Background: an optimization exercise with open tools, aiming at small area, a short achievable clock period and few clock cycles per item. Do not read the settings as production practice. Only simulation tests tie the RTL to the original design; equivalence was not proved. No activity file was given, so power comes from the tool's default toggle rates.

[flow/standard.sh]
#!/bin/bash
# synth_recipe.tcl (not shown) runs the flow's synth.tcl, then flattens the netlist and writes it again
# the make line also repeats each setting of config.mk as NAME=value (left out here)
make -C /OpenROAD-flow-scripts/flow DESIGN_CONFIG=/design/flow/config.mk WORK_HOME=/design/flow/orfs CLKGATE_MAP_FILE= SYNTH_SCRIPT=/design/flow/synth_recipe.tcl "${@:-finish}"
[flow/constraint.sdc]
create_clock -name core_clock -period 12.0 [get_ports {i_clk}]
set_input_delay 2.4000 -clock core_clock [delete_from_list [all_inputs] [get_ports {i_clk}]]
set_output_delay 2.4000 -clock core_clock [all_outputs]
set_load 0.01 [all_outputs]
[flow/flow/run.sh]
#!/bin/bash
# The standard layout, with repair_timing aiming 7 ns below the clock period
# (the design's clock period and constraints are unchanged).
set -euo pipefail
bash standard.sh SETUP_SLACK_MARGIN=7 finish > standard_flow.log 2>&1
[flow/config.mk]
export PLATFORM = sky130hd
export DESIGN_NAME = pid_controller_anti_windup_unit
export DESIGN_NICKNAME = pid_controller_anti_windup_unit
export VERILOG_FILES = /design/flow/design.v
export SDC_FILE = /design/flow/constraint.sdc
export NUM_CORES = 4
export LEC_CHECK = 0
export CAP_MARGIN = 20
export CORE_MARGIN = 2
export CORE_UTILIZATION = 40
export SLEW_MARGIN = 20
[flow/design.v]
package pca_pkg;
    localparam int IdxW = 8;
endpackage
module pca_div (
    input  logic               i_clk,
    input  logic               i_rst_n,
    input  logic               i_load,       
    input  logic               i_bload,      
    input  logic               i_take,       
    input  logic               i_abort,      
    input  logic               i_zero,
    input  logic               i_nneg,
    input  logic signed [32:0] i_prop,
    input  logic [42:0]        i_n,
    input  logic [31:0]        i_dt,
    input  logic [33:0]        i_y,
    output logic               o_busy,
    output logic               o_fin,        
    output logic               o_bfin,       
    output logic               o_busy_n,     
    output logic               o_fin_n,      
    output logic               o_zero,
    output logic               o_sat,
    output logic               o_nneg,
    output logic signed [33:0] o_pi,         
    output logic [35:0]        o_quo
);
    logic               dv_v, dv_bm, dv_sat, dv_z, dv_nneg;
    logic [4:0]         dv_cnt;
    logic [31:0]        dv_rem, dv_dvs;
    logic [35:0]        dv_quo;
    logic signed [33:0] dv_pi;
    logic [23:0]        iu_sh;
    logic [9:0]         iu_rem;
    logic               iu_neg;
    logic w_short;
    assign w_short = (i_prop[32:25] == 8'd0) || (i_prop[32:25] == 8'hff);
    logic [33:0] d_x;
    logic [34:0] d_t1, d_t2, d_t3;
    logic [31:0] d_rm;
    logic [1:0]  d_q;
    assign d_x  = {dv_rem, dv_quo[35:34]};
    assign d_t1 = {1'b0, d_x} - {3'b000, dv_dvs};
    assign d_t2 = {1'b0, d_x} - {2'b00, dv_dvs, 1'b0};
    logic [34:0] d_cs, d_cc;
    logic [35:0] d_t3w;
    assign d_cs  = {1'b0, d_x} ^ ~{3'b000, dv_dvs} ^ ~{2'b00, dv_dvs, 1'b0};
    assign d_cc  = ({1'b0, d_x} & ~{3'b000, dv_dvs}) | ({1'b0, d_x} & ~{2'b00, dv_dvs, 1'b0})
                 | (~{3'b000, dv_dvs} & ~{2'b00, dv_dvs, 1'b0});
    assign d_t3w = {d_cs, 1'b1} + {d_cc[33:0], 1'b1, 1'b1};
    assign d_t3  = d_t3w[35:1];
    always_comb begin
        if (!d_t3[34])      begin d_q = 2'd3; d_rm = d_t3[31:0]; end
        else if (!d_t2[34]) begin d_q = 2'd2; d_rm = d_t2[31:0]; end
        else if (!d_t1[34]) begin d_q = 2'd1; d_rm = d_t1[31:0]; end
        else                begin d_q = 2'd0; d_rm = d_x[31:0];  end
    end
    logic [10:0] i_s1, i_s2;
    logic [9:0]  i_r1, i_r2;
    logic        i_q1, i_q2;
    assign i_s1 = {iu_rem, iu_sh[23] ^ iu_neg};
    assign i_q1 = (i_s1 >= 11'd1000);
    assign i_r1 = i_q1 ? 10'(i_s1 - 11'd1000) : i_s1[9:0];
    assign i_s2 = {i_r1, iu_sh[22] ^ iu_neg};
    assign i_q2 = (i_s2 >= 11'd1000);
    assign i_r2 = i_q2 ? 10'(i_s2 - 11'd1000) : i_s2[9:0];
    logic signed [33:0] w_it;
    logic               w_ic;
    assign w_it = iu_neg ? ~{10'd0, iu_sh} : {10'd0, iu_sh};
    assign w_ic = iu_neg && (iu_rem != 10'd999);
    logic w_fin, w_step;
    assign w_fin  = dv_v && (dv_cnt == 5'd0);
    assign w_step = dv_v && (dv_cnt != 5'd0);
    assign o_busy = dv_v;
    assign o_fin  = w_fin && !dv_bm;
    assign o_bfin = w_fin && dv_bm;
    assign o_zero = dv_z;
    assign o_sat  = dv_sat;
    assign o_nneg = dv_nneg;
    assign o_pi   = dv_pi;
    assign o_quo  = dv_quo;
    logic       w_clr;
    logic [4:0] w_cnt_n;
    assign w_clr    = i_take || (w_fin && dv_bm) || (i_abort && dv_bm);
    assign o_busy_n = i_load || i_bload || (dv_v && !w_clr);
    assign w_cnt_n  = i_load ? (i_zero ? 5'd0 : w_short ? 5'd13 : 5'd18)
                    : i_bload ? 5'd18 : w_step ? dv_cnt - 5'd1 : dv_cnt;
    assign o_fin_n  = o_busy_n && (w_cnt_n == 5'd0) && !i_bload && (i_load || !dv_bm);
    always_ff @(posedge i_clk) begin
        if (!i_rst_n) begin
            dv_v  <= 1'b0;
            dv_bm <= 1'b0;
        end else begin
            dv_v <= o_busy_n;
            if (i_load || i_bload || w_step) dv_cnt <= w_cnt_n;
            if (i_load) begin
                dv_bm   <= 1'b0;
                dv_z    <= i_zero;
                dv_nneg <= i_nneg;
                dv_pi   <= 34'(i_prop);
                dv_dvs  <= i_dt;
                if (w_short) begin
                    dv_sat <= !i_zero && (i_dt[31:17] == 15'd0) && (i_n[42:26] >= i_dt[16:0]);
                    dv_rem <= {15'd0, i_n[42:26]};
                    dv_quo <= {i_n[25:0], 10'd0};
                end else begin
                    dv_sat <= !i_zero && (i_dt[31:7] == 25'd0) && (i_n[42:36] >= i_dt[6:0]);
                    dv_rem <= {25'd0, i_n[42:36]};
                    dv_quo <= i_n[35:0];
                end
                iu_neg  <= i_y[33];
                iu_rem  <= {1'b0, i_y[32:24] ^ {9{i_y[33]}}};
                iu_sh   <= i_y[23:0];
            end else if (i_bload) begin
                dv_bm  <= 1'b1;
                dv_rem <= '0;
                dv_quo <= i_n[35:0];
                dv_dvs <= i_dt;
            end else if (w_step) begin
                dv_rem <= d_rm;
                dv_quo <= {dv_quo[33:0], d_q};
                if (dv_cnt >= 5'd2 && dv_cnt <= 5'd13) begin
                    iu_rem <= i_r2;
                    iu_sh  <= {iu_sh[21:0], i_q1, i_q2};
                end
                if (dv_cnt == 5'd1) dv_pi <= dv_pi + w_it + 34'(w_ic);
            end
        end
    end
endmodule
module pca_dp (
    input  logic [17:0] i_a,
    input  logic [8:0]  i_one,
    input  logic [8:0]  i_two,
    input  logic [8:0]  i_neg,
    output logic [49:0] o_s,
    output logic [49:0] o_c
);
    localparam logic [49:0] BOOTH_K = 50'h3fffaaaac0000;
    logic [8:0]       w_one, w_two, w_neg;
    logic [8:0][18:0] w_row;
    logic [8:0][49:0] w_pp;
    assign w_one = i_one;
    assign w_two = i_two;
    assign w_neg = i_neg;
    for (genvar k = 0; k < 9; k++) begin : g_row
        assign w_row[k] = (({19{w_one[k]}} & {i_a[17], i_a})
                         | ({19{w_two[k]}} & {i_a, 1'b0})) ^ {19{w_neg[k]}};
        if (k == 0) begin : g_first
            assign w_pp[k] = {31'd0, ~w_row[k][18], w_row[k][17:0]};
        end else if (k == 1) begin : g_second
            assign w_pp[k] = {29'd0, ~w_row[k][18], w_row[k][17:0], 1'b0, w_neg[0]};
        end else begin : g_next
            assign w_pp[k] = {(50 - 2*k - 19)'(0), ~w_row[k][18], w_row[k][17:0],
                              1'b0, w_neg[k-1], (2*k-2)'(0)};
        end
    end
    function automatic logic [99:0] csa(input logic [49:0] x, input logic [49:0] y,
                                        input logic [49:0] z);
        logic [49:0] s, c;
        s = x ^ y ^ z;
        c = (x & y) | (x & z) | (y & z);
        csa = {s, c[48:0], 1'b0};
    endfunction
    logic [49:0] w_k;
    logic [99:0] l1a, l1b, l1c, l2a, l2b, l3a, l4, l5;
    assign w_k = BOOTH_K | {33'd0, w_neg[8], 16'd0};
    assign l1a = csa(w_pp[0], w_pp[1], w_pp[2]);
    assign l1b = csa(w_pp[3], w_pp[4], w_pp[5]);
    assign l1c = csa(w_pp[6], w_pp[7], w_pp[8]);
    assign l2a = csa(l1a[99:50], l1a[49:0], l1b[99:50]);
    assign l2b = csa(l1b[49:0], l1c[99:50], l1c[49:0]);
    assign l3a = csa(l2a[99:50], l2a[49:0], l2b[99:50]);
    assign l4  = csa(l3a[99:50], l3a[49:0], l2b[49:0]);
    assign l5  = csa(l4[99:50], l4[49:0], w_k);
    assign o_s = l5[99:50];
    assign o_c = l5[49:0];
endmodule
module booth_enc (
    input  logic [17:0] i_b,
    output logic [8:0]  o_one,
    output logic [8:0]  o_two,
    output logic [8:0]  o_neg
);
    logic [18:0] w_bx;
    assign w_bx = {i_b, 1'b0};
    for (genvar k = 0; k < 9; k++) begin : g_dig
        assign o_one[k] = w_bx[2*k+1] ^ w_bx[2*k];
        assign o_two[k] = (w_bx[2*k+2] & ~w_bx[2*k+1] & ~w_bx[2*k])
                        | (~w_bx[2*k+2] & w_bx[2*k+1] & w_bx[2*k]);
        assign o_neg[k] = w_bx[2*k+2] & ~(w_bx[2*k+1] & w_bx[2*k]);
    end
endmodule
module pid_controller_anti_windup_unit (
    input  logic                      i_clk,
    input  logic                      i_rst_n,
    input  logic                      i_in_valid,
    output logic                      o_in_ready,
    input  logic                      i_op,
    input  logic signed [15:0]        i_target,
    input  logic signed [15:0]        i_measured,
    input  logic [31:0]               i_time_ms,
    output logic                      o_out_valid,
    input  logic                      i_out_ready,
    output logic signed [15:0]        o_drive,
    input  logic                      i_cfg_valid,
    output logic                      o_cfg_ready,
    input  logic [pca_pkg::IdxW-1:0]  i_cfg_index,
    input  logic [15:0]               i_cfg_data
);
    localparam logic [3:0] S_IDLE = 4'd0;
    localparam logic [3:0] S_T1   = 4'd1;
    localparam logic [3:0] S_T2   = 4'd2;
    localparam logic [3:0] S_T3   = 4'd3;
    localparam logic [3:0] S_T4   = 4'd4;
    localparam logic [3:0] S_T5   = 4'd5;
    localparam logic [3:0] S_T6   = 4'd6;
    localparam logic [3:0] S_T7   = 4'd7;
    localparam logic [3:0] S_T8   = 4'd8;
    localparam logic [3:0] S_HOLD = 4'd9;
    localparam logic [3:0] S_PK   = 4'd10;
    localparam logic [3:0] S_PK2  = 4'd11;
    localparam logic [3:0] S_PB   = 4'd12;
    localparam logic [3:0] S_PB2  = 4'd13;
    localparam logic [3:0] S_PB3  = 4'd14;
    localparam logic [3:0] S_PBW  = 4'd15;
    logic [15:0] r_gp, r_gi;
    logic [25:0] r_kd;           
    logic [14:0] r_lm;
    logic        r_kd_ok, r_b_ok;
    logic signed [39:0] r_bhi, r_blo;  
    logic signed [16:0] r_perr;
    logic signed [39:0] r_es;
    logic [31:0]        r_pms;
    logic [3:0]         r_fe, fe_n;
    logic               r_rdy;
    logic signed [16:0] r_a;     
    logic signed [17:0] r_b;     
    logic [31:0]        r_t;     
    logic               r_dneg;
    logic               r_zero;
    logic               r_integ;
    logic signed [49:0] r_p;
    logic signed [32:0] r_prop;
    logic [42:0]        r_n;
    logic [33:0]        r_y;
    logic [6:0]         r_ms;    
    logic [8:0]         r_bone, r_btwo, r_bneg;  
    logic [6:0]         r_s2;    
    logic               r_hi;    
    logic               r_wp, r_rp, r_ld;
    logic               s_v, s_sat, s_neg;
    logic signed [37:0] s_val;
    logic               r_ov;
    logic signed [15:0] r_drv;
    assign o_cfg_ready = 1'b1;
    assign o_out_valid = r_ov;
    assign o_drive     = r_drv;
    logic [17:0] m_a, m_bn;
    logic [8:0]  m_bone, m_btwo, m_bneg;
    logic [49:0] m_s, m_c;
    logic [49:0] r_ms_s, r_ms_c;
    assign m_a = ({18{r_ms[0]}} & 18'(r_a))                     
               | ({18{r_ms[1]}} & {9'd0, r_kd[25:17]})           
               | ({18{r_ms[2]}} & {1'b0, r_kd[16:0]})
               | ({18{r_ms[3]}} & {r_es[33], r_es[33:17]})       
               | ({18{r_ms[4]}} & {1'b0, r_es[16:0]})
               | ({18{r_ms[5]}} & {2'b00, r_kd[15:0]})           
               | ({18{r_ms[6]}} & {3'b000, r_lm});               
    booth_enc u_benc (
        .i_b   (m_bn),
        .o_one (m_bone),
        .o_two (m_btwo),
        .o_neg (m_bneg)
    );
    pca_dp u_mul (
        .i_a   (m_a),
        .i_one (r_bone),
        .i_two (r_btwo),
        .i_neg (r_bneg),
        .o_s   (m_s),
        .o_c   (m_c)
    );
    always_ff @(posedge i_clk) begin
        r_ms_s  <= m_s;
        r_ms_c  <= m_c;
    end
    logic [49:0] m_add, m_out;
    assign m_add = ({50{r_s2[1]}} & 50'(r_es >>> 17))                   
                 | ({50{r_s2[2] & r_hi}} & {r_p[32:0], r_es[16:0]})      
                 | ({50{r_s2[2] & ~r_hi}} & 50'(r_es))                   
                 | ({50{r_s2[4] | r_s2[6]}} & {r_p[32:0], 17'd0});
    assign m_out = r_ms_s + r_ms_c + m_add;
    logic               w_acc;
    logic signed [16:0] w_err;
    logic               w_tz;
    logic [31:0]        w_dt;
    assign w_err = 17'(i_target) - 17'(i_measured);
    assign w_dt  = r_t - r_pms;
    assign w_tz  = (i_time_ms == r_pms);
    logic signed [17:0] w_babs;
    assign w_babs = r_b[17] ? -r_b : r_b;
    always_comb begin
        case (fe_n)
            S_T1:    m_bn = {2'b00, r_gp};
            S_T2:    m_bn = {3'b000, w_dt[31:17]};
            S_T3:    m_bn = (r_fe == S_T1) ? {1'b0, w_dt[16:0]} : {1'b0, r_t[16:0]};
            S_T4:    m_bn = w_babs;
            S_T5:    m_bn = r_b;
            S_T6,
            S_T7:    m_bn = {2'b00, r_gi};
            S_PK:    m_bn = 18'd1000;
            S_PB:    m_bn = 18'd125;
            default: m_bn = '0;
        endcase
    end
    logic signed [33:0] w_lim34;
    logic               w_integ;
    logic signed [49:0] w_x, w_hi, w_lo;
    logic signed [39:0] w_es;
    logic               w_cfg_b, w_cfg_k;
    assign w_lim34 = {11'd0, r_lm, 8'd0};
    assign w_integ = (34'(r_prop) < w_lim34) && (34'(r_prop) > -w_lim34);
    assign w_x  = r_integ ? r_p : 50'(r_es);
    assign w_hi = 50'(r_bhi);
    assign w_lo = 50'(r_blo);
    always_comb begin
        if (w_x > w_hi)      w_es = w_hi[39:0];
        else if (w_x < w_lo) w_es = w_lo[39:0];
        else                 w_es = w_x[39:0];
    end
    assign w_cfg_b = i_cfg_valid && (i_cfg_index == 8'd1 || i_cfg_index == 8'd3);
    assign w_cfg_k = i_cfg_valid && (i_cfg_index == 8'd2);
    logic        u0_busy, u0_fin, u0_bfin, u0_busy_n, u0_fin_n, u0_zero, u0_sat, u0_nneg;
    logic        u1_busy, u1_fin, u1_bfin, u1_busy_n, u1_fin_n, u1_zero, u1_sat, u1_nneg;
    logic signed [33:0] u0_pi, u1_pi;
    logic [35:0] u0_quo, u1_quo;
    logic        u0_load, u1_load, u0_take, u1_take, w_take;
    logic        w_bload, w_s_move, w_s_free, w_load;
    assign w_s_move = s_v && !r_ov;
    assign w_s_free = !s_v || w_s_move;
    assign u0_take  = !r_rp && u0_fin && w_s_free;
    assign u1_take  =  r_rp && u1_fin && w_s_free;
    assign w_take   = u0_take || u1_take;
    assign w_load   = r_ld;
    assign u0_load  = r_ld && !r_wp;
    assign u1_load  = r_ld &&  r_wp;
    assign w_bload  = (r_fe == S_PB3) && !u0_busy;
    assign o_in_ready = r_rdy;
    assign w_acc      = i_in_valid && r_rdy;
    pca_div u_div0 (
        .i_clk    (i_clk),
        .i_rst_n  (i_rst_n),
        .i_load   (u0_load),
        .i_bload  (w_bload),
        .i_take   (u0_take),
        .i_abort  (w_cfg_b),
        .i_zero   (r_zero),
        .i_nneg   (r_dneg),
        .i_prop   (r_prop),
        .i_n      (r_n),
        .i_dt     (r_t),
        .i_y      (w_y),
        .o_busy   (u0_busy),
        .o_fin    (u0_fin),
        .o_bfin   (u0_bfin),
        .o_busy_n (u0_busy_n),
        .o_fin_n  (u0_fin_n),
        .o_zero   (u0_zero),
        .o_sat    (u0_sat),
        .o_nneg   (u0_nneg),
        .o_pi     (u0_pi),
        .o_quo    (u0_quo)
    );
    pca_div u_div1 (
        .i_clk    (i_clk),
        .i_rst_n  (i_rst_n),
        .i_load   (u1_load),
        .i_bload  (1'b0),
        .i_take   (u1_take),
        .i_abort  (1'b0),
        .i_zero   (r_zero),
        .i_nneg   (r_dneg),
        .i_prop   (r_prop),
        .i_n      (r_n),
        .i_dt     (r_t),
        .i_y      (w_y),
        .o_busy   (u1_busy),
        .o_fin    (u1_fin),
        .o_bfin   (u1_bfin),
        .o_busy_n (u1_busy_n),
        .o_fin_n  (u1_fin_n),
        .o_zero   (u1_zero),
        .o_sat    (u1_sat),
        .o_nneg   (u1_nneg),
        .o_pi     (u1_pi),
        .o_quo    (u1_quo)
    );
    logic [33:0] w_y;
    assign w_y = (r_fe == S_T8) ? m_out[33:0] : r_y;
    logic s_v_n, ov_n, s_free_n, rp_n, wp_n, free0_n, free1_n, ld_n;
    assign s_v_n    = w_take || (s_v && !w_s_move);
    assign ov_n     = w_s_move || (r_ov && !i_out_ready);
    assign s_free_n = !s_v_n || !ov_n;
    assign rp_n     = r_rp ^ w_take;
    assign wp_n     = r_wp ^ w_load;
    assign free0_n  = !u0_busy_n || (u0_fin_n && !rp_n && s_free_n);
    assign free1_n  = !u1_busy_n || (u1_fin_n &&  rp_n && s_free_n);
    logic               x_nneg, x_sat, x_zero;
    logic signed [33:0] x_pi;
    logic [35:0]        x_quo;
    logic signed [37:0] w_dtm, w_sum;
    assign x_nneg = r_rp ? u1_nneg : u0_nneg;
    assign x_sat  = r_rp ? u1_sat  : u0_sat;
    assign x_zero = r_rp ? u1_zero : u0_zero;
    assign x_pi   = r_rp ? u1_pi   : u0_pi;
    assign x_quo  = r_rp ? u1_quo  : u0_quo;
    assign w_dtm  = x_nneg ? ~{2'd0, x_quo} : {2'd0, x_quo};
    assign w_sum  = 38'(x_pi) + w_dtm + 38'(x_nneg);
    logic signed [37:0] w_slim;
    logic signed [23:0] w_sadj;
    logic signed [15:0] w_drv;
    assign w_slim = {15'd0, r_lm, 8'd0};
    assign w_sadj = s_val[37] ? (s_val[23:0] + 24'sd255) : s_val[23:0];
    always_comb begin
        if (s_sat)                 w_drv = s_neg ? -(16'(r_lm)) : 16'(r_lm);
        else if (s_val >= w_slim)  w_drv = 16'(r_lm);
        else if (s_val <= -w_slim) w_drv = -(16'(r_lm));
        else                       w_drv = w_sadj[23:8];
    end
    logic       kd_ok_n, b_ok_n;
    always_comb begin
        fe_n    = r_fe;
        kd_ok_n = r_kd_ok;
        b_ok_n  = r_b_ok;
        case (r_fe)
            S_IDLE: begin
                if (!r_kd_ok)     fe_n = S_PK;
                else if (!r_b_ok) fe_n = S_PB;
                else if (w_acc)   fe_n = (i_op || w_tz) ? S_HOLD : S_T1;
            end
            S_T1: fe_n = (w_dt[31:17] == 15'd0) ? S_T3 : S_T2;
            S_T2: fe_n = S_T3;
            S_T3: fe_n = S_T4;
            S_T4: fe_n = S_T5;
            S_T5: fe_n = S_T6;
            S_T6: fe_n = S_T7;
            S_T7: fe_n = S_T8;
            S_T8: begin
                if (w_load) begin
                    if (w_acc) fe_n = (i_op || w_tz) ? S_HOLD : S_T1;
                    else       fe_n = S_IDLE;
                end else begin
                    fe_n = S_HOLD;
                end
            end
            S_HOLD: begin
                if (w_load) begin
                    if (w_acc) fe_n = (i_op || w_tz) ? S_HOLD : S_T1;
                    else       fe_n = S_IDLE;
                end
            end
            S_PK: fe_n = S_PK2;
            S_PK2: begin
                kd_ok_n = 1'b1;
                fe_n    = S_IDLE;
            end
            S_PB: fe_n = (r_gi == 16'd0) ? S_IDLE : S_PB2;
            S_PB2: fe_n = S_PB3;
            S_PB3: if (w_bload) fe_n = S_PBW;
            S_PBW: begin
                if (u0_bfin) begin
                    b_ok_n = 1'b1;
                    fe_n   = S_IDLE;
                end
            end
            default: fe_n = S_IDLE;
        endcase
        if (r_fe == S_PB && r_gi == 16'd0) b_ok_n = 1'b1;
        if (w_cfg_k) kd_ok_n = 1'b0;
        if (w_cfg_b) b_ok_n  = 1'b0;
        if (w_cfg_k && (r_fe == S_PK || r_fe == S_PK2)) fe_n = S_IDLE;
        if (w_cfg_b && (r_fe == S_PB || r_fe == S_PB2 || r_fe == S_PB3 || r_fe == S_PBW))
            fe_n = S_IDLE;
    end
    always_ff @(posedge i_clk) begin
        if (!i_rst_n) begin
            r_gp    <= '0;
            r_gi    <= '0;
            r_kd    <= '0;
            r_lm    <= 15'd10240;
            r_kd_ok <= 1'b1;
            r_b_ok  <= 1'b1;
            r_perr  <= '0;
            r_es    <= '0;
            r_pms   <= '0;
            r_fe    <= S_IDLE;
            r_rdy   <= 1'b0;
            r_bhi   <= 40'sh7fffffffff;
            r_blo   <= 40'sh8000000000;
            r_ms    <= '0;
            r_s2    <= '0;
        end else begin
            r_fe    <= fe_n;
            r_kd_ok <= kd_ok_n;
            r_b_ok  <= b_ok_n;
            r_rdy   <= ((fe_n == S_IDLE) && kd_ok_n && b_ok_n) || ld_n;
            r_ms    <= {fe_n == S_PB, fe_n == S_PK, fe_n == S_T7, fe_n == S_T6,
                        fe_n == S_T5, fe_n == S_T4,
                        fe_n == S_T1 || fe_n == S_T2 || fe_n == S_T3};
            r_bone  <= m_bone;
            r_btwo  <= m_btwo;
            r_bneg  <= m_bneg;
            r_s2    <= {r_fe == S_T7, r_fe == S_T6, r_fe == S_T5, r_fe == S_T4,
                        r_fe == S_T3, r_fe == S_T2, r_fe == S_T1};
            if (i_cfg_valid) begin
                case (i_cfg_index)
                    8'd0: r_gp <= i_cfg_data;
                    8'd1: r_gi <= i_cfg_data;
                    8'd3: r_lm <= i_cfg_data[14:0];
                    default: ;
                endcase
            end
            if (w_cfg_k)
                r_kd <= {10'd0, i_cfg_data};
            else if (r_fe == S_PK2)
                r_kd <= m_out[25:0];
            if (u0_bfin && r_fe == S_PBW && !w_cfg_b) begin
                r_bhi <= 40'(u0_quo[32:0]);
                r_blo <= -(40'(u0_quo[32:0]));
            end else if (r_fe == S_PB && r_gi == 16'd0 && !w_cfg_b) begin
                r_bhi <= 40'sh7fffffffff;
                r_blo <= 40'sh8000000000;
            end
            if (w_acc) begin
                if (i_op) begin
                    r_pms  <= i_time_ms;
                    r_perr <= '0;
                    r_es   <= '0;
                    r_zero <= 1'b1;
                end else if (w_tz) begin
                    r_zero <= 1'b1;
                end else begin
                    r_zero <= 1'b0;
                    r_a    <= w_err;
                    r_t    <= i_time_ms;
                end
            end
            case (r_fe)
                S_T1: begin
                    r_b    <= 18'(r_a) - 18'(r_perr);
                    r_perr <= r_a;
                    r_t    <= w_dt;
                    r_pms  <= r_t;
                    r_hi   <= (w_dt[31:17] != 15'd0);
                end
                S_T3: begin
                    r_dneg <= r_b[17];
                    r_b    <= w_babs;
                end
                S_T4: r_integ <= w_integ;
                S_T5: r_es <= w_es;
                S_PB: r_t <= {16'd0, r_gi};
                default: ;
            endcase
            if (r_s2[0]) r_prop <= m_out[32:0];
            if (r_s2[1] || r_s2[2] || r_s2[3] || r_s2[5]) r_p <= m_out;
            if (r_s2[4]) r_n <= m_out[42:0];
            if (r_s2[6]) r_y <= m_out[33:0];
            case (r_fe)
                S_PB2: r_n <= {10'd0, m_out[21:0], 11'd0};
                default: ;
            endcase
        end
    end
    assign ld_n = (fe_n == S_HOLD || fe_n == S_T8) && (wp_n ? free1_n : free0_n);
    always_ff @(posedge i_clk) begin
        if (!i_rst_n) begin
            r_ld <= 1'b0;
            r_wp <= 1'b0;
            r_rp <= 1'b0;
            s_v  <= 1'b0;
            r_ov <= 1'b0;
        end else begin
            r_ld <= ld_n;
            r_wp <= wp_n;
            r_rp <= rp_n;
            s_v  <= s_v_n;
            r_ov <= ov_n;
            if (w_take) begin
                s_sat <= x_sat;
                s_neg <= x_nneg;
                s_val <= x_zero ? 38'sd0 : w_sum;
            end
            if (w_s_move) r_drv <= w_drv;
        end
    end
endmodule
==> impl_metrics.tcl, run 1 <==
set metrics [dict create \
    cp.required_ns 12.52 \
    yosysSeqAreaShare_pct 33.9 \
    crit_type "flip-flop to flip-flop" \
    num_vias 68000 \
    slew_headroom_pct 19.6 \
    first_pass_iters 10 \
    antenna_left 0 \
    groute.usage.overall_pct 28.2 \
    cpLargestDelayFamily "compound AO/OA/AOI/OAI gates" \
    crit_slowest_cell "fa_1" \
    synth_edf_count 668 \
    post-route-util_pct 45.6 \
    syn_area_um2 78800 \
    cts_tree "yes" \
    drv_cap 0 \
    multi_input_area_um2 49600 \
    fmax_mhz 200 \
    drt-total-wl_um 289000 \
    ctsHoldBuffers 0 \
    drc 0 \
    layout_common_cells "nand2_1, ha_1, nor2_1" \
    hold_violations 0 \
    cts_root_buffer "clkbuf_16" \
    layout_commonest_cell "nand2_1" \
    period_minus_slack_ns 5.00 \
    async_reset_ff_share_pct 0 \
    grt_pass1_wl_um 426000 \
    cp.arrival_ns 5.52 \
    htreeDepth 3 \
    grt_pass1_vias 64700 \
    path_max_fanout 9 \
    fin_ws_ns 7.00 \
    yosys_warnings 3 \
    areaGrowthSynthToFinish_pct 13.1 \
    crit_path_start_kind "flip-flop" \
    yosysUniqueCellTypes 95 \
    drive_above_1_share_pct 9.03 \
    syn_area_per_cell_um2 9.25 \
    io_buffers 111 \
    gp_congestion 0.978 \
    start_util_pct 40.3 \
    clk_path_buf_depth 3 \
    antenna_found_initial 13 \
    period_share_pct 41.7 \
    cellLeakagePower_nw 35.9 \
    dp_cells 11000 \
    finClkSkew_ns 0.0420 \
    syn_inst 8515 \
    slew_viol_final 0 \
    crit_buf_inv 4 \
    seqCellArea_um2 26700 \
    clkSlewWorstSetupHoldPaths_ns 0.06 \
    grt_overflow 0 \
    synth_top_area_share_pct 25.5 \
    grt_start_max_net_pins 207 \
    fp.coreArea_um2 195000 \
    powerDensity_nw_per_um2 228 \
    rsz0062_at_grt "yes" \
    numCtsBuffers 116 \
    dieArea_um2 200000 \
    place_ws_ns 5.44 \
    cts_sinks 1000 \
    synth_top_cell_by_area "edfxtp_1" \
    clock_latency_ns 0.79 \
    path_cells "a211o_1, buf_12, a222oi_1, inv_1, fa_1, ha_4, nand4_1, buf_4, nor3_4, a21oi_4, a41oi_4, a2111oi_4, or3_1, xnor2_1, buf_6, mux2_4, xor2_2, mux2_2" \
    worst_slew_pin_slew_ns 1.21 \
    synth_seq_cells 1000 \
    wl_per_cell_um 25.6 \
    drtIter0Drc 7500 \
    dp.final_hpwl_um 218000 \
    hp-class "flip-flop to flip-flop" \
    setup_violations 0 \
    n_fill_cell 18600 \
    die_h_um 448 \
    synth_ff_type "edfxtp_1" \
    viasPerCell 6.01 \
    status "timing/DRC/antenna clean" \
    crit_path_max_incr_delay_ns 0.51 \
    nNetsFinal 9595 \
    synth_nets 9542 \
    die_w_um 448 \
    synthTopCellsByArea "edfxtp_1, ha_1, dfxtp_1" \
    setup_tns_ns 0 \
    end_kind "flip-flop" \
    io-pin-count 113 \
    instances_no_fill 11300 \
    rows 162 \
    peakVddDrop_mv 0.262 \
]
## logic make-up after synthesis
family                     after synthesis  synth area share (%)
buffers and inverters                 1050                  5.04
xor gates and xnor gates               707                  7.86
DFF                                   1000                  33.9
AOI/OAI and AO/OA                     2306                  19.5
muxes                                  290                  3.85
adders and majority gates              934                  16.9
other                                    1               0.00476
and+or+nand+nor                       2227                  12.9
## worst min-delay path: cells and delay by family (launching register included)
family,cells,cell delay [ns]
flip-flops,1,0.31
AND/OR/NAND/NOR,1,0.05
AO/OA/AOI/OAI,1,0.05
## final cells by class
| class | instances | area share [%] |
|---|---|---|
| clock buffer | 140 | 3.47 |
| sequential | 1000 | 30.0 |
| antenna | 18 | 0.0506 |
| clock inverter | 81 | 1.07 |
| timing repair buffer | 332 | 3.33 |
| inverter | 651 | 2.75 |
| multi-input combinational | 6467 | 55.6 |
| tap | 2624 | 3.69 |
## final timing paths
kind                                       startpoint                          to  slack, ns  cells past startpoint
worst max-delay path               r_s2[2]$_SDFF_PN0_  u_div1.iu_rem[4]$_DFFE_PP_       7.00                     18
worst min-delay path            r_kd[23]$_SDFFE_PP0P_       r_kd[23]$_SDFFE_PP0P_       0.46                      2
worst max register to register     r_s2[2]$_SDFF_PN0_  u_div1.iu_rem[4]$_DFFE_PP_       7.00                     18
worst min register to register  r_kd[23]$_SDFFE_PP0P_       r_kd[23]$_SDFFE_PP0P_       0.46                      2
## sequential cells by signal (all words and copies together), names as in the netlist, 36 cells and up
register and cells:
r_es 40, r_n 43, u_div0.dv_quo 36, r_blo 40
r_p 50, s_val 38, u_div1.dv_quo 36, r_ms_s 36
## cell usage after synthesis (191+ instances only)
cell type,count
a22oi_1,225
a21o_1,191
ha_1,715
fa_1,218
xor2_1,320
o21ai_0,424
clkbuf_1,340
inv_1,648
nand2_1,721
dfxtp_1,332
edfxtp_1,668
nor2_1,702
a21oi_1,548
xnor2_1,387
## metal layers
| layer | share of wire, % | GRT usage, % |
|---|---|---|
| met5 | 0.012 | 0 |
| met4 | 4.9 | 13.4 |
| met3 | 8.6 | 4.28 |
| met2 | 43 | 42.5 |
| met1 | 43 | 39.5 |
## where the power goes
part	internal, mW	leakage, nW	switching (mW)
registers	4.60	8.77	0.472
clock network	2.21	1.95	1.63
logic	4.37	25.2	7.04
total	11.2	35.9	9.14
## stage by stage
| stage | power, mW | area [um^2] | hold WS (ns) |
|---|---|---|---|
| 6_report | 20.3 | 89100 | 0.457 |
| 3_3_place_gp | 15.6 | 83100 | 0.443 |
| 3_5_place_dp | 15.7 | 83100 | 0.449 |
| 5_1_grt | 21.8 | 89000 | 0.479 |
| 2_1_floorplan | 11.9 | 78900 | 0.421 |
| 4_1_cts | 19.9 | 88000 | 0.458 |
## timing repair
| action | 4_1_cts | 5_1_grt |
|---|---|---|
| pin swaps | 35 | 60 |
| gates resized for setup | 117 | 151 |
| setup endpoints to repair | 189 | 208 |
| setup buffers | 40 | 42 |
| cloned | 2 | 1 |
Testbench counts, summed over its fixed seeds: cycles 11,127, items 1,464.
==> run 2: changes to the inputs <==
--- a/flow/design.v
+++ b/flow/design.v
@@ -14,4 +14,5 @@
     input  logic [42:0]        i_n,
     input  logic [31:0]        i_dt,
+    input  logic               i_yload,      
     input  logic [33:0]        i_y,
     output logic               o_busy,
@@ -56,7 +57,7 @@
         else                begin d_q = 2'd0; d_rm = d_x[31:0];  end
     end
-    logic [10:0] i_s1, i_s2;
-    logic [9:0]  i_r1, i_r2;
-    logic        i_q1, i_q2;
+    logic [10:0] i_s1, i_s2, i_s3;
+    logic [9:0]  i_r1, i_r2, i_r3;
+    logic        i_q1, i_q2, i_q3;
     assign i_s1 = {iu_rem, iu_sh[23] ^ iu_neg};
     assign i_q1 = (i_s1 >= 11'd1000);
@@ -65,4 +66,7 @@
     assign i_q2 = (i_s2 >= 11'd1000);
     assign i_r2 = i_q2 ? 10'(i_s2 - 11'd1000) : i_s2[9:0];
+    assign i_s3 = {i_r2, iu_sh[21] ^ iu_neg};
+    assign i_q3 = (i_s3 >= 11'd1000);
+    assign i_r3 = i_q3 ? 10'(i_s3 - 11'd1000) : i_s3[9:0];
     logic signed [33:0] w_it;
     logic               w_ic;
@@ -109,7 +113,4 @@
                     dv_quo <= i_n[35:0];
                 end
-                iu_neg  <= i_y[33];
-                iu_rem  <= {1'b0, i_y[32:24] ^ {9{i_y[33]}}};
-                iu_sh   <= i_y[23:0];
             end else if (i_bload) begin
                 dv_bm  <= 1'b1;
@@ -120,9 +121,13 @@
                 dv_rem <= d_rm;
                 dv_quo <= {dv_quo[33:0], d_q};
-                if (dv_cnt >= 5'd2 && dv_cnt <= 5'd13) begin
-                    iu_rem <= i_r2;
-                    iu_sh  <= {iu_sh[21:0], i_q1, i_q2};
-                end
-                if (dv_cnt == 5'd1) dv_pi <= dv_pi + w_it + 34'(w_ic);
+                if (dv_cnt == 5'd2) dv_pi <= dv_pi + w_it + 34'(w_ic);
+            end
+            if (i_yload) begin
+                iu_neg <= i_y[33];
+                iu_rem <= {1'b0, i_y[32:24] ^ {9{i_y[33]}}};
+                iu_sh  <= i_y[23:0];
+            end else if (w_step && dv_cnt >= 5'd5 && dv_cnt <= 5'd12) begin
+                iu_rem <= i_r3;
+                iu_sh  <= {iu_sh[20:0], i_q1, i_q2, i_q3};
             end
         end
@@ -302,14 +307,14 @@
     assign w_babs = r_b[17] ? -r_b : r_b;
     always_comb begin
-        case (fe_n)
-            S_T1:    m_bn = {2'b00, r_gp};
-            S_T2:    m_bn = {3'b000, w_dt[31:17]};
-            S_T3:    m_bn = (r_fe == S_T1) ? {1'b0, w_dt[16:0]} : {1'b0, r_t[16:0]};
-            S_T4:    m_bn = w_babs;
-            S_T5:    m_bn = r_b;
-            S_T6,
-            S_T7:    m_bn = {2'b00, r_gi};
-            S_PK:    m_bn = 18'd1000;
-            S_PB:    m_bn = 18'd125;
+        case (r_fe)
+            S_IDLE:  m_bn = !r_kd_ok ? 18'd1000 : !r_b_ok ? 18'd125 : {2'b00, r_gp};
+            S_HOLD,
+            S_T8:    m_bn = {2'b00, r_gp};
+            S_T1:    m_bn = (w_dt[31:17] == 15'd0) ? {1'b0, w_dt[16:0]} : {3'b000, w_dt[31:17]};
+            S_T2:    m_bn = {1'b0, r_t[16:0]};
+            S_T3:    m_bn = w_babs;
+            S_T4:    m_bn = r_b;
+            S_T5,
+            S_T6:    m_bn = {2'b00, r_gi};
             default: m_bn = '0;
         endcase
@@ -361,5 +366,6 @@
         .i_n      (r_n),
         .i_dt     (r_t),
-        .i_y      (w_y),
+        .i_yload  (r_yld0),
+        .i_y      (r_y),
         .o_busy   (u0_busy),
         .o_fin    (u0_fin),
@@ -385,5 +391,6 @@
         .i_n      (r_n),
         .i_dt     (r_t),
-        .i_y      (w_y),
+        .i_yload  (r_yld1),
+        .i_y      (r_y),
         .o_busy   (u1_busy),
         .o_fin    (u1_fin),
@@ -397,6 +404,5 @@
         .o_quo    (u1_quo)
     );
-    logic [33:0] w_y;
-    assign w_y = (r_fe == S_T8) ? m_out[33:0] : r_y;
+    logic r_yld0, r_yld1;
     logic s_v_n, ov_n, s_free_n, rp_n, wp_n, free0_n, free1_n, ld_n;
     assign s_v_n    = w_take || (s_v && !w_s_move);
@@ -578,4 +584,6 @@
         if (!i_rst_n) begin
             r_ld <= 1'b0;
+            r_yld0 <= 1'b0;
+            r_yld1 <= 1'b0;
             r_wp <= 1'b0;
             r_rp <= 1'b0;
@@ -584,4 +592,6 @@
         end else begin
             r_ld <= ld_n;
+            r_yld0 <= u0_load;
+            r_yld1 <= u1_load;
             r_wp <= wp_n;
             r_rp <= rp_n;
==> impl_metrics.tcl, run 2 <==
set metrics [dict create \
    clock_latency_ns 0.80 \
    worst_slew_pin_slew_ns 1.22 \
    crit_type "flip-flop to flip-flop" \
    io-pin-count 113 \
    htreeDepth 3 \
    syn_area_per_cell_um2 9.24 \
    seqCellArea_um2 26800 \
    place_ws_ns 5.92 \
    rsz0062_at_grt "no" \
    gp_congestion 0.960 \
    ys_top_cells_by_count "nand2_1, ha_1, edfxtp_1, inv_1, nor2_1" \
    numCtsBuffers 116 \
    dpl-instance-area_um2 83400 \
    cts_tree "yes" \
    rows 163 \
    yosys_warnings 3 \
    drive_above_1_share_pct 8.96 \
    biggestRegsByFlops "r_p x50, r_n x43" \
    synth-compound-area-share_pct 19.4 \
    dp.final_hpwl_um 208000 \
    antenna_found_initial 15 \
    hold_violations 0 \
    synth_top_cell_by_area "edfxtp_1" \
    hp-class "flip-flop to flip-flop" \
    crit_path_start_kind "flip-flop" \
    grt_pass1_wl_um 409000 \
    path_max_fanout 8 \
    antenna_left 0 \
    clk_path_buf_depth 3 \
    die_h_um 449 \
    fmax_mhz 204 \
    setup_violations 0 \
    groute.usage.overall_pct 26.2 \
    async_reset_ff_share_pct 0 \
    num_vias 67900 \
    synth_nets 9601 \
    post-synth-top-count-cell "nand2_1" \
    status "timing/DRC/antenna clean" \
    n_fill_cell 18800 \
    top_register "r_p" \
    grt_start_max_net_pins 72 \
    finClkSkew_ns 0.0890 \
    fp.coreArea_um2 197000 \
    drc 0 \
    clkSlewWorstSetupHoldPaths_ns 0.06 \
    io_buffers 111 \
    synth_ff_type "edfxtp_1" \
    drv_cap 0 \
    synth_xor_area_share_pct 7.83 \
    cts_sinks 1002 \
    synth_top_area_share_pct 25.3 \
    synth-adder-area-share_pct 16.9 \
    dieArea_um2 201000 \
    synth_seq_cells 1002 \
    slew_viol_final 0 \
    drtIter0Drc 7387 \
    synthMuxAreaShare_pct 3.80 \
    wl_per_cell_um 24.2 \
    period_share_pct 40.9 \
    end_kind "flip-flop" \
    largest_register_ffs 50 \
    synth_edf_count 668 \
    syn_area_um2 79200 \
    yosysUniqueCellTypes 99 \
    cp.arrival_ns 5.44 \
    yosysSeqAreaShare_pct 33.8 \
    fin_ws_ns 7.09 \
    cellLeakagePower_nw 35.8 \
    setup_tns_ns 0 \
    grt_pass1_vias 64500 \
    synth_simple_gate_area_share_pct 13.2 \
    grt_overflow 0 \
    peakVddDrop_mv 0.289 \
    start_util_pct 40.2 \
    die_w_um 449 \
    layout_commonest_cell "nand2_1" \
    viasPerCell 5.97 \
    synthTopCellsByArea "edfxtp_1, ha_1, dfxtp_1" \
    first_pass_iters 10 \
    powerDensity_nw_per_um2 265 \
    nNetsFinal 9650 \
    areaGrowthSynthToFinish_pct 12.7 \
    cts_root_buffer "clkbuf_16" \
    drt-total-wl_um 276000 \
    cp.required_ns 12.53 \
    final_area_um2 89200 \
    multi_input_area_um2 49700 \
    synth_top_family_by_area "compound AO/OA/AOI/OAI gates" \
    slew_headroom_pct 18.5 \
    syn_inst 8568 \
    period_minus_slack_ns 4.91 \
    layout_common_cells "nand2_1, ha_1, edfxtp_1" \
]
[run 2: cell types whose count changed in the layout (fill, tap and decap cells not counted), moves of 32 or more]
cell	before	now
nand2_1	707	804
nor2_1	685	588
o21ai_0	397	455
a22o_1	71	17
a22oi_1	225	269
mux2i_1	184	147
a21o_1	190	222
[run 2: final cells by class]
| type | instances | area share [%] |
|---|---|---|
| Inverter | 660 | 2.79 |
| Sequential cell | 1002 | 30.0 |
| Tap cell | 2640 | 3.70 |
| Clock inverter | 84 | 1.18 |
| Clock buffer | 138 | 3.53 |
| Multi-Input combinational cell | 6522 | 55.7 |
| Timing Repair Buffer | 315 | 3.13 |
| Antenna cell | 8 | 0.0224 |
[run 2: cell families after synthesis]
| family | after synthesis |
|---|---|
| flops | 1002 |
| compound gates | 2331 |
| simple gates | 2255 |
| fa+ha+maj | 940 |
| xor+xnor | 707 |
| mux | 283 |
| buf+inv | 1049 |
| other cells | 1 |
[run 2: final timing paths]
| check | end | slack [ns] | start | depth (start not counted) |
|---|---|---|---|---|
| worst max register to register | r_bone[4]$_DFFE_PP_ | 7.09 | r_t[5]$_DFFE_PP_ | 14 |
| worst max-delay path | r_bone[4]$_DFFE_PP_ | 7.09 | r_t[5]$_DFFE_PP_ | 14 |
| worst min-delay path | r_gp[9]$_SDFFE_PN0P_ | 0.46 | r_gp[9]$_SDFFE_PN0P_ | 2 |
| worst min register to register | r_gp[9]$_SDFFE_PN0P_ | 0.46 | r_gp[9]$_SDFFE_PN0P_ | 2 |
[run 2: metrics by stage]
step | power (mW) | util, % | hold slack, ns | cells
4_1_cts | 23.3 | 44.8 | 0.453 | 11300
3_3_place_gp | 19.0 | 42.3 | 0.438 | 11100
3_5_place_dp | 19.1 | 42.3 | 0.444 | 11100
5_1_grt | 25.6 | 45.3 | 0.476 | 11400
6_report | 23.6 | 45.3 | 0.456 | 11400
2_1_floorplan | 14.5 | - | 0.421 | 8568
[run 2: layer usage]
metal / GRT usage (%) / vias up / part of all wire (%)
li1: - / 31200 / -
met1: 36.7 / 33100 / 43
met2: 39.7 / 3089 / 43
met3: 4.68 / 582 / 8.8
met4: 11.2 / 8 / 4.8
met5: 0 / - / 0.019
[run 2: power by group]
group          leakage, nW  total (mW)  internal [mW]  switching [mW]
logic                 25.0        14.0           5.44            8.59
registers             8.79        5.64           4.88           0.755
clock network         2.03        3.94           2.28            1.66
[run 2: repair_timing]
action	4_1_cts	5_1_grt
buffers inserted	23	50
hold buffers	0	0
pin swaps	7	32
gates resized for setup	86	106
endpoints found under the hold margin	0	0
gates cloned	2	3
setup endpoints to repair	179	230
[run 2: worst max-delay path, stage by stage (launching register included)]
cell and delay [ns]:
edfxtp_1 0.58, ha_1 0.42, a21o_1 0.19, or3_1 0.35
o21ai_4 0.29, a211oi_2 0.19, a2111oi_0 0.47, nor3_1 0.17
or4_1 0.56, nor4b_2 0.29, and4b_4 0.37, buf_4 0.18
nand2_1 0.06, nand3_1 0.25, ha_1 0.29
Testbench counts of run 2, summed over its fixed seeds: cycles 11,127, items 1,464.
==> run 3: changes to the inputs <==
--- a/flow/design.v
+++ b/flow/design.v
@@ -532,8 +532,8 @@
             else if (r_fe == S_PK2)
                 r_kd <= m_out[25:0];
-            if (u0_bfin && r_fe == S_PBW && !w_cfg_b) begin
+            if (u0_bfin && r_fe == S_PBW) begin
                 r_bhi <= 40'(u0_quo[32:0]);
                 r_blo <= -(40'(u0_quo[32:0]));
-            end else if (r_fe == S_PB && r_gi == 16'd0 && !w_cfg_b) begin
+            end else if (r_fe == S_PB && r_gi == 16'd0) begin
                 r_bhi <= 40'sh7fffffffff;
                 r_blo <= 40'sh8000000000;
==> flow/flow/run.sh (replaced) <==
#!/bin/bash
# The standard layout, with repair_timing aiming 8 ns below the clock period
# (the design's clock period and constraints are unchanged).
set -euo pipefail
bash standard.sh SETUP_SLACK_MARGIN=8 finish > standard_flow.log 2>&1
==> impl_metrics.tcl, run 3 <==
set metrics [dict create \
    status "timing/DRC/antenna clean" \
    synth_nets 9546 \
    slew_headroom_pct 22.3 \
    clock_latency_ns 0.80 \
    drtIter0Drc 8539 \
    antenna_found_initial 19 \
    gp_congestion 0.969 \
    grt_pass1_wl_um 444000 \
    final_area_um2 101000 \
    grt_start_max_net_pins 79 \
    cts_tree "yes" \
    cts_sinks 1002 \
    hp-class "flip-flop to flip-flop" \
    fmax_mhz 207 \
    clk_path_buf_depth 3 \
    top_register "r_p" \
    die_h_um 449 \
    viasPerCell 6.03 \
    powerDensity_nw_per_um2 285 \
    dpl-instance-area_um2 84300 \
    grt_overflow 0 \
    drv_cap 0 \
    largest_register_ffs 50 \
    end_kind "flip-flop" \
    period_minus_slack_ns 4.83 \
    syn_area_per_cell_um2 9.32 \
    antenna_left 0 \
    die_w_um 449 \
    finClkSkew_ns 0.0632 \
    dieArea_um2 202000 \
    post-synth-top-count-cell "ha_1" \
    cts_root_buffer "clkbuf_16" \
    rows 163 \
    slew_viol_final 0 \
    first_pass_iters 9 \
    cp.arrival_ns 5.25 \
    syn_inst 8513 \
    yosysUniqueCellTypes 99 \
    period_share_pct 40.3 \
    wl_per_cell_um 25.8 \
    yosys_warnings 3 \
    layout_common_cells "edfxtp_1, ha_1, nand2_1" \
    peakVddDrop_mv 0.281 \
    timing.hold.ws_ns 0.462 \
    drt-total-wl_um 306000 \
    n_fill_cell 17500 \
    num_vias 71700 \
    synth_top_cell_by_area "edfxtp_1" \
    numCtsBuffers 115 \
    setup_violations 0 \
    ys_top_cells_by_count "ha_1, inv_1, edfxtp_1, nand2_1, nor2_1" \
    hold_violations 0 \
    dp.final_hpwl_um 211000 \
    layout_commonest_cell "edfxtp_1" \
    clkSlewWorstSetupHoldPaths_ns 0.07 \
    syn_area_um2 79400 \
    synthTopCellsByArea "edfxtp_1, ha_1, dfxtp_1" \
    async_reset_ff_share_pct 0 \
    start_util_pct 40.2 \
    groute.usage.overall_pct 28.7 \
    setup_tns_ns 0 \
    crit_path_start_kind "flip-flop" \
    cp.required_ns 12.41 \
    worst_slew_pin_slew_ns 1.17 \
    nNetsFinal 10200 \
    biggestRegsByFlops "r_p x50, r_n x43" \
    cellLeakagePower_nw 40.8 \
    yosysSeqAreaShare_pct 33.7 \
    io_buffers 111 \
    io-pin-count 113 \
    synth_top_area_share_pct 25.3 \
    drive_above_1_share_pct 23.4 \
    synth_ff_type "edfxtp_1" \
    synth_seq_cells 1002 \
    drc 0 \
    synth_edf_count 668 \
    crit_type "flip-flop to flip-flop" \
    areaGrowthSynthToFinish_pct 27.3 \
    path_max_fanout 5 \
    htreeDepth 3 \
    rsz0062_at_grt "yes" \
    fp.coreArea_um2 197000 \
    grt_pass1_vias 69000 \
]
## run 3: cell types whose count changed in the layout (fill, tap and decap cells not counted), sizes merged, moves of 27 or more
cell / change
a21o: +28
a21oi: +69
a221o: +32
a22oi: -61
and2: +27
buf: +545
clkdlybuf4s50: -48
mux2: +41
nand2: -178
nor2: +28
nor3: +35
o22ai: -43
xnor2: +37
xor2: -44
## run 3: routing by layer
| layer | vias to the layer above | wire (um) | part of all wire, % | track usage (%) |
|---|---|---|---|---|
| li1 | 32200 | - | - | - |
| met1 | 35100 | 124000 | 40 | 38.2 |
| met2 | 3651 | 136000 | 44 | 44.5 |
| met3 | 779 | 30200 | 9.9 | 5.67 |
| met4 | 6 | 16900 | 5.5 | 14.1 |
| met5 | - | 46 | 0.015 | 0 |
## run 3: cells by family (layout without fill, tap and decap cells)
kind of cell	Yosys count	in the layout	synth area share (%)
AO/OA/AOI/OAI	2323	2327	19.5
adder cells (fa/ha/maj)	940	940	16.9
other	1	14	0.00473
buffers and inverters	1052	1764	4.99
multiplexers	322	322	4.33
XOR/XNOR	700	700	7.74
AND/OR/NAND/NOR	2173	2177	12.9
flip-flops	1002	1002	33.7
## run 3: area by class of cell
| class | count | area, um^2 | share of cell area, % |
|---|---|---|---|
| diodes | 13 | 32.5 | 0.0322 |
| clock buffers | 143 | 3130 | 3.09 |
| clock inverters | 70 | 792 | 0.784 |
| inverters | 677 | 2630 | 2.60 |
| multi-input cells | 6467 | 55100 | 54.5 |
| flip-flops and latches | 1002 | 26800 | 26.5 |
| well taps | 2640 | 3300 | 3.27 |
| repair buffers | 873 | 9250 | 9.16 |
| repair inverters | 1 | 16.3 | 0.0161 |
## run 3: through the flow
stage                     total power [mW]  instances  util (%)  worst slack [ns]
after floorplan                       15.0       8513         -              7.12
after global placement                19.5      11000      42.7              6.12
after detailed placement              19.7      11000      42.7              6.04
after CTS                             26.6      11700      48.9              7.34
after global routing                  30.7      11900      51.2              7.11
final                                 28.8      11900      51.2              7.17
## run 3: critical path, stage by stage (launching register included)
cell,delay [ns]
edfxtp_1,0.50
a211o_4,0.38
buf_12,0.14
a222oi_1,0.55
inv_1,0.14
fa_1,0.50
ha_4,0.31
buf_6,0.10
and3_4,0.16
o211ai_1,0.13
a21oi_2,0.23
o22ai_4,0.12
nor3_4,0.21
nor2_2,0.10
xnor2_2,0.88
## run 3: power by group
part	leakage, nW	switching, mW	internal, mW
logic	30.1	10.8	8.56
registers	8.80	0.765	4.92
clock network	1.90	1.62	2.10
total	40.8	13.2	15.6
## run 3: path summary, 6_finish.rpt
check                     endpoint             startpoint  depth (start not counted)  slack [ns]
max           r_prop[28]$_DFFE_PP_         r_hi$_DFFE_PP_                         14        7.17
max reg2reg   r_prop[28]$_DFFE_PP_         r_hi$_DFFE_PP_                         14        7.17
min          r_kd[24]$_SDFFE_PP0P_  r_kd[24]$_SDFFE_PP0P_                          2        0.46
min reg2reg  r_kd[24]$_SDFFE_PP0P_  r_kd[24]$_SDFFE_PP0P_                          2        0.46
## run 3: timing repair
action | CTS | global route
cloned | 41 | 11
gates resized for setup | 965 | 582
setup endpoints to repair | 696 | 486
setup buffers | 394 | 202
hold buffers | 0 | 0
pin swaps | 413 | 428
Testbench counts of run 3, summed over its fixed seeds: cycles 11,127, items 1,464.
==> run 4: changes to the inputs <==
==> flow/flow/run.sh (replaced) <==
#!/bin/bash
# The standard layout, with repair_timing aiming 8 ns below the clock period
# (the design's clock period and constraints are unchanged), and a denser
# floorplan and placement for shorter wires.
set -euo pipefail
bash standard.sh SETUP_SLACK_MARGIN=8 CORE_UTILIZATION=55 PLACE_DENSITY=0.70 finish > standard_flow.log 2>&1
==> impl_metrics.tcl, run 4 <==
set metrics [dict create \
    synth_seq_cells 1002 \
    layout_common_cells "edfxtp_1, nand2_1, ha_1" \
    path_max_fanout 8 \
    dp.final_hpwl_um 198000 \
    final_area_um2 100000 \
    synth_ff_type "edfxtp_1" \
    crit_path_start_kind "flip-flop" \
    viasPerCell 6.53 \
    clock_latency_ns 0.77 \
    yosysUniqueCellTypes 99 \
    power.total_mw 28.8 \
    period_share_pct 38.2 \
    clkSlewWorstSetupHoldPaths_ns 0.06 \
    start_util_pct 55.3 \
    seqCellArea_um2 26800 \
    worst_slew_pin_slew_ns 1.22 \
    cellLeakagePower_nw 40.9 \
    hold_violations 0 \
    synth_nets 9546 \
    setup_tns_ns 0 \
    multi_input_area_um2 55600 \
    grt_pass1_vias 68100 \
    slew_viol_final 0 \
    hp-class "flip-flop to flip-flop" \
    antenna_left 0 \
    slew_headroom_pct 18.2 \
    async_reset_ff_share_pct 0 \
    fmax_mhz 218 \
    powerDensity_nw_per_um2 288 \
    period_minus_slack_ns 4.59 \
    end_kind "flip-flop" \
    grt_pass1_wl_um 423000 \
    crit_type "flip-flop to flip-flop" \
    n_fill_cell 10400 \
    io-pin-count 113 \
    die_w_um 384 \
    synth_top_area_share_pct 25.3 \
    cts_root_buffer "clkbuf_16" \
    ys_top_cells_by_count "ha_1, inv_1, edfxtp_1, nand2_1, nor2_1" \
    yosys_warnings 3 \
    hp-start "r_kd[17]$_SDFFE_PP0P_" \
    setup_violations 0 \
    finClkSkew_ns 0.0457 \
    drive_above_1_share_pct 23.6 \
    layout_commonest_cell "edfxtp_1" \
    post-synth-top-count-cell "ha_1" \
    cts_sinks 1002 \
    antenna_found_initial 15 \
    grt_start_max_net_pins 137 \
    hold_end "r_kd[17]$_SDFFE_PP0P_" \
    yosysSeqAreaShare_pct 33.7 \
    drc 0 \
    fp.coreArea_um2 143000 \
    rows 139 \
    r2r_slack_ns 7.41 \
    grt_overflow 0 \
    die_h_um 384 \
    top_register "r_p" \
    syn_inst 8513 \
    setup.worst_path.start "r_ms[5]$_SDFF_PN0_" \
    dieArea_um2 147000 \
    drtIter0Drc 9363 \
    wl_per_cell_um 26.6 \
    first_pass_iters 10 \
    num_vias 72600 \
    drt-total-wl_um 296000 \
    clk_path_buf_depth 3 \
    syn_area_um2 79400 \
    gp_congestion 0.984 \
    drv_cap 0 \
    synth_top_cell_by_area "edfxtp_1" \
    reg2regPathDepth 16 \
    htreeDepth 3 \
    status "timing/DRC/antenna clean" \
    groute.usage.overall_pct 37.6 \
    areaGrowthSynthToFinish_pct 26.1 \
    syn_area_per_cell_um2 9.32 \
    biggestRegsByFlops "r_p x50, r_n x43" \
    io_buffers 111 \
    largest_register_ffs 50 \
    reg2reg_to "r_ms_s[11]$_DFF_P_" \
    crit-reg2reg-launch "r_ms[5]$_SDFF_PN0_" \
    synth_edf_count 668 \
    numCtsBuffers 111 \
    rsz0062_at_grt "yes" \
    dpl-instance-area_um2 83100 \
    cp.arrival_ns 5.24 \
    min_path_cells 2 \
    nNetsFinal 10100 \
    cts_tree "yes" \
    synthTopCellsByArea "edfxtp_1, ha_1, dfxtp_1" \
    cp.required_ns 12.65 \
    peakVddDrop_mv 0.624 \
]
## run 4: cell counts after synthesis
Identical to the previous run, type by type.
## run 4: kinds of logic after synthesis
family                     count (synthesis)  share of synthesized area, %
AOI/OAI and AO/OA                       2323                          19.5
xor gates and xnor gates                 700                          7.74
adders and majority gates                940                          16.9
buffers and inverters                   1052                          4.99
DFF                                     1002                          33.7
muxes                                    322                          4.33
other                                      1                       0.00473
and+or+nand+nor                         2173                          12.9
## run 4: cell type report
type                            count  area share (%)
Clock inverter                     64           0.766
Timing Repair Buffer              845            8.75
Antenna cell                        8          0.0200
Multi-Input combinational cell   6467            55.5
Inverter                          677            2.64
Sequential cell                  1002            26.8
Tap cell                         1903            2.38
Timing Repair inverter              2          0.0175
Clock buffer                      147            3.16
## run 4: power by group
group	switching [mW]	total, mW	internal [mW]
Clock	1.58	3.73	2.15
Sequential	0.842	5.76	4.92
Combinational	10.7	19.3	8.64
## run 4: what timing repair did
action | in CTS | in global routing
cloned | 33 | 13
buffers inserted | 373 | 230
hold buffers | 0 | 0
pin swaps | 414 | 495
endpoints found under the setup margin | 616 | 578
gates resized for setup | 898 | 755
## run 4: worst max path at each step
| stage | endpoint | slack [ns] | cells past startpoint |
|---|---|---|---|
| global placement | r_a[16]$_DFFE_PP_ | 6.18 | 16 |
| detailed placement | r_a[16]$_DFFE_PP_ | 6.23 | 16 |
| global route | r_n[38]$_SDFFCE_PP0P_ | 7.36 | 17 |
| floorplan | r_a[16]$_DFFE_PP_ | 7.12 | 15 |
| CTS | r_n[42]$_SDFFCE_PP0P_ | 7.54 | 17 |
| finish | r_ms_s[11]$_DFF_P_ | 7.41 | 16 |
## run 4: metal layers
metal	GRT usage [%]	routed length (um)
met3	9.36	36700
met5	0	89
met2	56.0	127000
met4	21.6	20000
met1	49.6	113000
## run 4: per-stage QoR
stage	hold slack [ns]	cells	setup slack, ns	util, %
5_1_grt	0.507	11100	7.36	69.8
3_3_place_gp	0.450	10200	6.18	57.9
2_1_floorplan	0.421	8513	7.12	-
6_report	0.482	11100	7.41	69.8
3_5_place_dp	0.459	10200	6.23	57.9
4_1_cts	0.468	10900	7.54	66.0
## run 4: worst max-delay path, stage by stage (launching register included)
cell and delay (ns):
dfxtp_2 0.33, or2_4 0.29, a222oi_1 0.68, nand2_4 0.12
buf_12 0.18, buf_12 0.13, buf_8 0.12, a22oi_2 0.14
xor2_1 0.11, fa_1 0.51, inv_2 0.04, fa_1 0.49
inv_1 0.05, fa_1 0.49, fa_2 0.55, inv_2 0.05
ha_4 0.20
==> run 5: changes to the inputs <==
==> flow/flow/run.sh (replaced) <==
#!/bin/bash
# The standard layout, with repair_timing aiming 7 ns below the clock period
# (the design's clock period and constraints are unchanged), and a denser
# floorplan and placement for shorter wires.
set -euo pipefail
bash standard.sh SETUP_SLACK_MARGIN=7 CORE_UTILIZATION=55 PLACE_DENSITY=0.70 finish > standard_flow.log 2>&1
==> impl_metrics.tcl, run 5 <==
set metrics [dict create \
    status "timing/DRC/antenna clean" \
    drt-total-wl_um 281000 \
    clock_latency_ns 0.79 \
    drv_cap 0 \
    io_buffers 111 \
    crit_type "flip-flop to flip-flop" \
    synth_edf_count 668 \
    die_w_um 384 \
    drtIter0Drc 8939 \
    ys_top_cells_by_count "ha_1, inv_1, edfxtp_1, nand2_1, nor2_1" \
    seqCellArea_um2 26800 \
    dp.final_hpwl_um 212000 \
    setup_tns_ns 0 \
    numCtsBuffers 115 \
    largest_register_ffs 50 \
    groute.usage.overall_pct 37.1 \
    fp.coreArea_um2 143000 \
    gp_congestion 1.05 \
    worst_slew_pin_slew_ns 1.15 \
    drc 0 \
    syn_inst 8513 \
    n_fill_cell 12200 \
    timing.hold.ws_ns 0.479 \
    start_util_pct 55.3 \
    synth_top_area_share_pct 25.3 \
    synthTopCellsByArea "edfxtp_1, ha_1, dfxtp_1" \
    hold_violations 0 \
    areaGrowthSynthToFinish_pct 10.5 \
    multi_input_area_um2 49600 \
    viasPerCell 6.49 \
    yosys_warnings 3 \
    clkSlewWorstSetupHoldPaths_ns 0.06 \
    synth_top_cell_by_area "edfxtp_1" \
    rows 139 \
    fmax_mhz 202 \
    grt_start_max_net_pins 148 \
    synth_ff_type "edfxtp_1" \
    dieArea_um2 147000 \
    r2r_slack_ns 7.05 \
    post-route-util_pct 61.1 \
    period_share_pct 41.3 \
    period_minus_slack_ns 4.95 \
    biggestRegsByFlops "r_p x50, r_n x43" \
    cp.required_ns 12.63 \
    htreeDepth 3 \
    hp-class "flip-flop to flip-flop" \
    crit_path_start_kind "flip-flop" \
    num_vias 68400 \
    syn_area_um2 79400 \
    yosysUniqueCellTypes 99 \
    first_pass_iters 9 \
    slew_viol_final 0 \
    antenna_found_initial 13 \
    cts_tree "yes" \
    layout_common_cells "ha_1, inv_1, edfxtp_1" \
    path_max_fanout 53 \
    antenna_left 0 \
    rsz0062_at_grt "yes" \
    drive_above_1_share_pct 8.52 \
    cts_sinks 1002 \
    cp.arrival_ns 5.58 \
    clk_path_buf_depth 3 \
    grt_pass1_vias 65000 \
    syn_area_per_cell_um2 9.32 \
    synth_seq_cells 1002 \
    grt_overflow 0 \
    wl_per_cell_um 26.6 \
    dpl-instance-area_um2 82500 \
    cellLeakagePower_nw 35.9 \
    yosysSeqAreaShare_pct 33.7 \
    end_kind "flip-flop" \
    top_register "r_p" \
    io-pin-count 113 \
    powerDensity_nw_per_um2 275 \
    slew_headroom_pct 23.6 \
    grt_pass1_wl_um 413000 \
    synth_nets 9546 \
    async_reset_ff_share_pct 0 \
    layout_commonest_cell "ha_1" \
    finClkSkew_ns 0.0772 \
    cts_root_buffer "clkbuf_16" \
    peakVddDrop_mv 0.494 \
    setup_violations 0 \
    die_h_um 384 \
    post-synth-top-count-cell "ha_1" \
    final_area_um2 87700 \
    nNetsFinal 9568 \
]
## run 5: cell types whose count changed in the layout (fill, tap and decap cells not counted), moves of 64 or more
cell             previous run  this run
a21oi_1                   470       560
a21oi_2                    76        12
a22oi_1                   126       208
a22oi_2                    83         1
buf_4                     476       157
buf_6                     157         4
clkdlybuf4s50_1            42       110
ha_1                      599       716
ha_4                       93         1
inv_1                     565       669
inv_2                      96         6
o21ai_0                   355       442
## run 5: final cells by class
class,count,area share (%)
inverter,677,2.91
clock buffer,146,3.57
clock inverter,74,0.900
tap,1903,2.71
multi-input combinational,6459,56.6
timing repair buffer,280,2.84
sequential,1002,30.5
antenna,2,0.00571
## run 5: cell families (layout without fill, tap and decap cells)
group	count (synthesis)	count (layout)	synth area share, %
AOI/OAI and AO/OA	2323	2323	19.5
xor gates and xnor gates	700	700	7.74
adders and majority gates	940	940	16.9
buffers and inverters	1052	1177	4.99
DFF	1002	1002	33.7
muxes	322	322	4.33
other	1	3	0.00473
and+or+nand+nor	2173	2173	12.9
## run 5: repair_timing
item / CTS / global route
setup endpoints to repair: 191 / 211
pin swaps: 8 / 33
hold buffers: 0 / 0
setup buffers: 15 / 56
gates cloned: 0 / 0
endpoints found under the hold margin: 0 / 0
gates resized for setup: 57 / 99
## run 5: critical path: stages (launching register included)
cell and delay, ns:
edfxtp_1 0.35, buf_6 0.44, mux2_2 0.45, ha_1 0.31, nand4_1 0.13, or2_2 0.32, nor3_1 0.47, o2111ai_1 0.36
a2111o_1 0.51, a21oi_4 0.15, buf_4 0.52, mux2_2 0.42, a221o_1 0.30
## run 5: final timing paths
kind,startpoint,to,depth (start not counted)
worst max-delay path,r_integ$_DFFE_PP_,r_es[15]$_SDFFE_PN0P_,12
worst min-delay path,r_kd[23]$_SDFFE_PP0P_,r_kd[23]$_SDFFE_PP0P_,2
worst max register to register,r_integ$_DFFE_PP_,r_es[15]$_SDFFE_PN0P_,12
worst min register to register,r_kd[23]$_SDFFE_PP0P_,r_kd[23]$_SDFFE_PP0P_,2
## run 5: report_power, final
part	switching [mW]	internal, mW	leakage [nW]
Combinational	8.98	5.68	25.2
Clock	1.61	2.08	1.91
Sequential	0.848	4.92	8.79
## run 5: through the flow
stage,power (mW),instances,setup slack [ns]
after floorplan,14.8,8513,6.86
after global placement,19.5,10200,6.16
after detailed placement,19.8,10200,6.15
after CTS,23.6,10500,7.00
after global routing,25.8,10500,6.90
final,24.1,10500,7.05
## run 5: layer usage
| metal | wire length [um] | up-vias | global-route usage, % |
|---|---|---|---|
| met5 | 30 | - | 0 |
| met4 | 18600 | 4 | 20.4 |
| met3 | 30900 | 790 | 7.95 |
| met2 | 119000 | 3644 | 55.6 |
| met1 | 112000 | 33100 | 50.0 |
| li1 | - | 30900 | - |

## separate check: timing with driven ports
The flow's constraints put no driver on any port. The routed layouts listed below were extracted and timed again, unchanged, in two steps. Step 1: set_driving_cell puts a clkbuf_16 on i_clk and a buf_2 on each other input, an assumption about the parent block. Step 2 times the ports against the registers' clock, not the clock port: input delays grow and output delays shrink by t, the midpoint of the rising clock arrivals with the driver on. Slacks: ideal ports / drivers / drivers and shift; pairs: ideal ports / drivers.
| run | t (ns) | slack for setup (ns) | slew at the worst register clock pin (ns) | cell pins on the clock port's net |
|---|---|---|---|---|
| run 1 | 0.857 | 6.997 / 6.997 / 6.217 | 0.07 / 0.07 | 1 |
| run 2 | 0.843 | 7.088 / 7.088 / 6.328 | 0.07 / 0.07 | 1 |
| run 3 | 0.875 | 7.166 / 7.166 / 7.011 | 0.07 / 0.07 | 1 |
| run 4 | 0.836 | 7.415 / 7.415 / 6.769 | 0.07 / 0.07 | 1 |
| run 5 | 0.838 | 7.049 / 7.049 / 6.423 | 0.07 / 0.07 | 1 |
After both steps setup and hold are still met in every run listed. The setup slack of run 1, which loses most, moves by 0.000 ns with the drivers and by -0.780 ns with both steps.
